Background: an optimization exercise with open tools, aiming at small area. Do not read the settings as production practice. Function was checked by simulation only, so behaviour that the tests miss may differ from the original. Power figures rest on the tool's default switching activity, not on a simulated workload. No driver is modelled on the clock port, so clocking that relies on it looks cheaper here than on a real chip.

build 56:
// tile_stats_accum
module tile_stats_accum #(
    parameter int PIX_WIDTH   = 8,
    parameter int IMG_WIDTH   = 640,
    parameter int IMG_HEIGHT  = 480,
    parameter int TILE_WIDTH  = 16,
    parameter int TILE_HEIGHT = 16,
    localparam int TX_W = $clog2(IMG_WIDTH / TILE_WIDTH),
    localparam int TY_W = $clog2(IMG_HEIGHT / TILE_HEIGHT)
) (
    input  logic                 iClk,
    input  logic                 iRst,
    input  logic                 iValid,
    input  logic                 iSof,
    input  logic [PIX_WIDTH-1:0] iData,
    output logic                 oValid,
    output logic [TX_W-1:0]      oTileX,
    output logic [TY_W-1:0]      oTileY,
    output logic [PIX_WIDTH-1:0] oMean,
    output logic [PIX_WIDTH-1:0] oMin,
    output logic [PIX_WIDTH-1:0] oMax,
    output logic                 oFrameDone
);
    localparam int TILES_X = IMG_WIDTH / TILE_WIDTH;
    localparam int TILES_Y = IMG_HEIGHT / TILE_HEIGHT;
    localparam int LXW     = $clog2(TILE_WIDTH);
    localparam int LYW     = $clog2(TILE_HEIGHT);
    localparam int AREA_W  = $clog2(TILE_WIDTH * TILE_HEIGHT);
    localparam int SUM_W   = PIX_WIDTH + AREA_W;
    localparam int ENT_W   = SUM_W + 2 * PIX_WIDTH;
    logic [LXW-1:0]  lx, eLx;
    logic [LYW-1:0]  ly, eLy;
    logic [TX_W-1:0] col, eCol;
    logic [TY_W-1:0] row, eRow;
  ...
For scale: ~3400 cells after synthesis, ~1300 flip-flops, roughly 49 I/O pins, roughly 0.040 mm2 of cells after synthesis.
Settings: LEC_CHECK=0, CAP_MARGIN=20, CORE_MARGIN=2, CORE_UTILIZATION=40, CTS_BUF_LIST=sky130_fd_sc_hd__clkbuf_16, CTS_CLUSTER_DIAMETER=100, CTS_CLUSTER_SIZE=30, SLEW_MARGIN=20; clock period 8.0 ns.
run.sh (not shown) runs the stock make flow with config.mk's settings and CLKGATE_MAP_FILE= SYNTH_SCRIPT=/design/flow/synth_recipe.tcl, a recipe that flattens the netlist after the stock synthesis.
Build 56: PASS, flow complete, no timing, DRC or antenna violations
Edits applied to the flow inputs when going from build 56 to build 67:
==> flow/flow/run.sh (new file) <==
#!/bin/bash
# The standard layout, with the port buffers made from the smallest buffer cell
# instead of the one buffer_ports picks by itself. Every port still gets a buffer.
set -euo pipefail
export BUFFER_PORTS_ARGS="-buffer_cell sky130_fd_sc_hd__buf_1"
bash standard.sh > standard_flow.log 2>&1
==> flow/standard.sh (new file) <==
#!/bin/bash
# synth_recipe.tcl (not shown) runs the flow's synth.tcl, then flattens the netlist and writes it again
# the make line also repeats each setting of config.mk as NAME=value (left out here)
make -C /OpenROAD-flow-scripts/flow DESIGN_CONFIG=/design/flow/config.mk WORK_HOME=/design/flow/orfs CLKGATE_MAP_FILE= SYNTH_SCRIPT=/design/flow/synth_recipe.tcl "${@:-finish}"
-- flow/config.mk --
<<< build 56, line 9
export CORE_MARGIN = 2
export CORE_UTILIZATION = 40
export CTS_BUF_LIST = sky130_fd_sc_hd__clkbuf_16
>>> build 67, line 9
export CORE_MARGIN = 2
export CORE_UTILIZATION = 65
export CTS_BUF_LIST = sky130_fd_sc_hd__clkbuf_16
removed: flow/run.sh
Results
- The final reports for build 67 and build 56 show number of global-route vias before repair higher in the former.
- Looking at part of the total power dissipated in sequential elements, build 67 sits 0.2 points higher than build 56 does.
- The maximum clock frequency of build 67 is lower than that of build 56.
- Diff build 67 and build 56: share of total power in combinational logic lower in build 56
- Delta (build 67 minus build 56): final standard cell area without fillers lower; fraction of the cycle the final worst path needs increased by 2.2 points relative to the old numbers.
- | ratio of cells with drive above 1 in the final layout | build 67 vs build 56 | 0.18 points lower |
- The met3 wirelength from detailed routing in build 67 was lower than what build 56 gave.
- Comparing build 67 and build 56, die area is higher on build 56.
- Build 56 leaves more setup margin than build 67.
## Diff of input files: build 78 against build 67
-- flow/config.mk --
<<< build 67, line 9
export CORE_MARGIN = 2
export CORE_UTILIZATION = 65
export CTS_BUF_LIST = sky130_fd_sc_hd__clkbuf_16
>>> build 78, line 9
export CORE_MARGIN = 2
export CORE_UTILIZATION = 40
export CTS_BUF_LIST = sky130_fd_sc_hd__clkbuf_16
## What came out
Build 78 | stages: all done | timing, DRC, antenna: all pass. Build 67 → build 78: share of total power in the clock network essentially unchanged; wire length reported by the detailed router rose by 290 um; routing usage on met3 shows a reduction of 0.66 points; iteration-0 DRC count of the detailed router climbed 15%. Fraction of area in registers ended up 0.98 points lower on build 78 than on build 67. As far as area of combinational cells with multiple inputs is concerned, build 67 and build 78 perform about the same. Setup slack ends up lower on build 67. Sort build 67 and build 78 by full die area, ascending, and build 67 comes first.
[inputs] build 69 vs build 78
==> flow/flow/run.sh <==
#!/bin/bash
# The standard layout with these changes to how it is built:
# - after the standard synthesis, its combinational logic is mapped again for
#   area (flow/area.abc); every register stays the instance the standard
#   synthesis made, with its name, cell type and connections;
# - the port buffers are made from the smallest buffer cell instead of the one
#   buffer_ports picks by itself (every port still gets a buffer);
# - clock tree synthesis adds no dummy loads to balance the tree.
# Each tool writes its full output to a log of its own in this folder.
set -euo pipefail
export BUFFER_PORTS_ARGS="-buffer_cell sky130_fd_sc_hd__buf_1"
export CTS_ARGS="-sink_clustering_enable -repair_clock_nets -sink_clustering_size 30 -sink_clustering_max_diameter 100 -buf_list sky130_fd_sc_hd__clkbuf_16 -dont_use_dummy_load"

res=orfs/results/$FLOW_PLATFORM/tile_stats_accum/base
plat=$FLOW_HOME/platforms/$FLOW_PLATFORM
lib=$plat/lib/sky130_fd_sc_hd__tt_025C_1v80.lib
yosys_bin=$FLOW_HOME/../tools/install/yosys/bin/yosys
[[ -x $yosys_bin ]] || yosys_bin=yosys

bash standard.sh synth > standard_synth.log 2>&1
cp $res/1_2_yosys.v standard_synth.v

# Cells the platform marks don't-use stay out of the new mapping.
dont_use=$(sed -n '/DONT_USE_CELLS += /,/^#/p' $plat/config.mk | grep -o 'sky130_fd_sc_hd__[a-z0-9_]*' | sed 's/^/-dont_use /' | tr '\n' ' ')
# Sequential cells stay black boxes, so no register is touched.
seq=$(grep -oE '^\s*sky130_fd_sc_hd__[a-z0-9_]+' standard_synth.v | sort -u | grep -E '__(df|edf|sdf|sedf|dl)' | tr '\n' ' ')
cat > resyn.ys <<EOF
read_liberty -ignore_miss_func $lib
read_verilog standard_synth.v
hierarchy -top $FLOW_TOP
blackbox $seq
flatten
hierarchy -top $FLOW_TOP
techmap
opt -fast
abc -liberty $lib $dont_use -script flow/area.abc
opt_clean
stat -liberty $lib
write_verilog -noattr -noexpr -nohex -nodec resyn.v
EOF
$yosys_bin -p "script resyn.ys" > resyn_yosys.log 2>&1

cp resyn.v $res/1_2_yosys.v
rm -f $res/1_synth.odb $res/1_synth.sdc
bash standard.sh > standard_flow.log 2>&1
==> flow/flow/area.abc (new file) <==
strash
dch -f
map -a
mfs2
strash
dch -f
map -a
topo
-- flow/config.mk --
<<< build 78, line 10
export CORE_UTILIZATION = 40
export CTS_BUF_LIST = sky130_fd_sc_hd__clkbuf_16
export CTS_CLUSTER_DIAMETER = 100
export CTS_CLUSTER_SIZE = 30
export SLEW_MARGIN = 20
>>> build 69, line 10
export CORE_UTILIZATION = 40
export GPL_TIMING_DRIVEN = 0
export SLEW_MARGIN = 20
==> comparison <==
Per the comparison of build 69 with build 78, pin count of the biggest net entering global routing went down by 75; peak ir drop on the vdd network fell by 27%; part of the power in combinational logic now smaller.

port drivers added, routing unchanged:
Ports are ideal in the flow. The routed layouts listed here were re-timed in OpenROAD. Step 1 (the two cells are an assumption about what drives the block):
set clk [get_ports {iClk}]
set_driving_cell -lib_cell sky130_fd_sc_hd__clkbuf_16 $clk
set_driving_cell -lib_cell sky130_fd_sc_hd__buf_2 [delete_from_list [all_inputs] $clk]
Step 2 adds t to the input delays and takes it off the output delays; t is the mean of the earliest and latest rising clock arrival at the registers after step 1. Input paths then give back, and output paths get back, about the clock's delay inside the block. Three values: ideal, step 1, step 2; two values: the first two.
| run | shift t [ns] | setup slack, ns | hold WS [ns] | worst register clock-pin slew, ns |
|---|---|---|---|---|
| build 56 | 0.698 | 3.494 / 3.525 / 2.827 | 0.408 / 0.408 / 0.408 | 0.12 / 0.12 |
| build 67 | 0.697 | 3.317 / 3.359 / 2.662 | 0.428 / 0.428 / 0.428 | 0.11 / 0.11 |
| build 78 | 0.703 | 3.365 / 3.379 / 2.677 | 0.415 / 0.415 / 0.415 | 0.12 / 0.12 |
| build 69 | 0.690 | 1.244 / 1.249 / 0.559 | 0.429 / 0.429 / 0.429 | 0.11 / 0.11 |
After both steps every run listed still meets setup and hold. The setup slack of build 78, which loses most, moves by +0.014 ns with the drivers and by -0.688 ns with both steps.
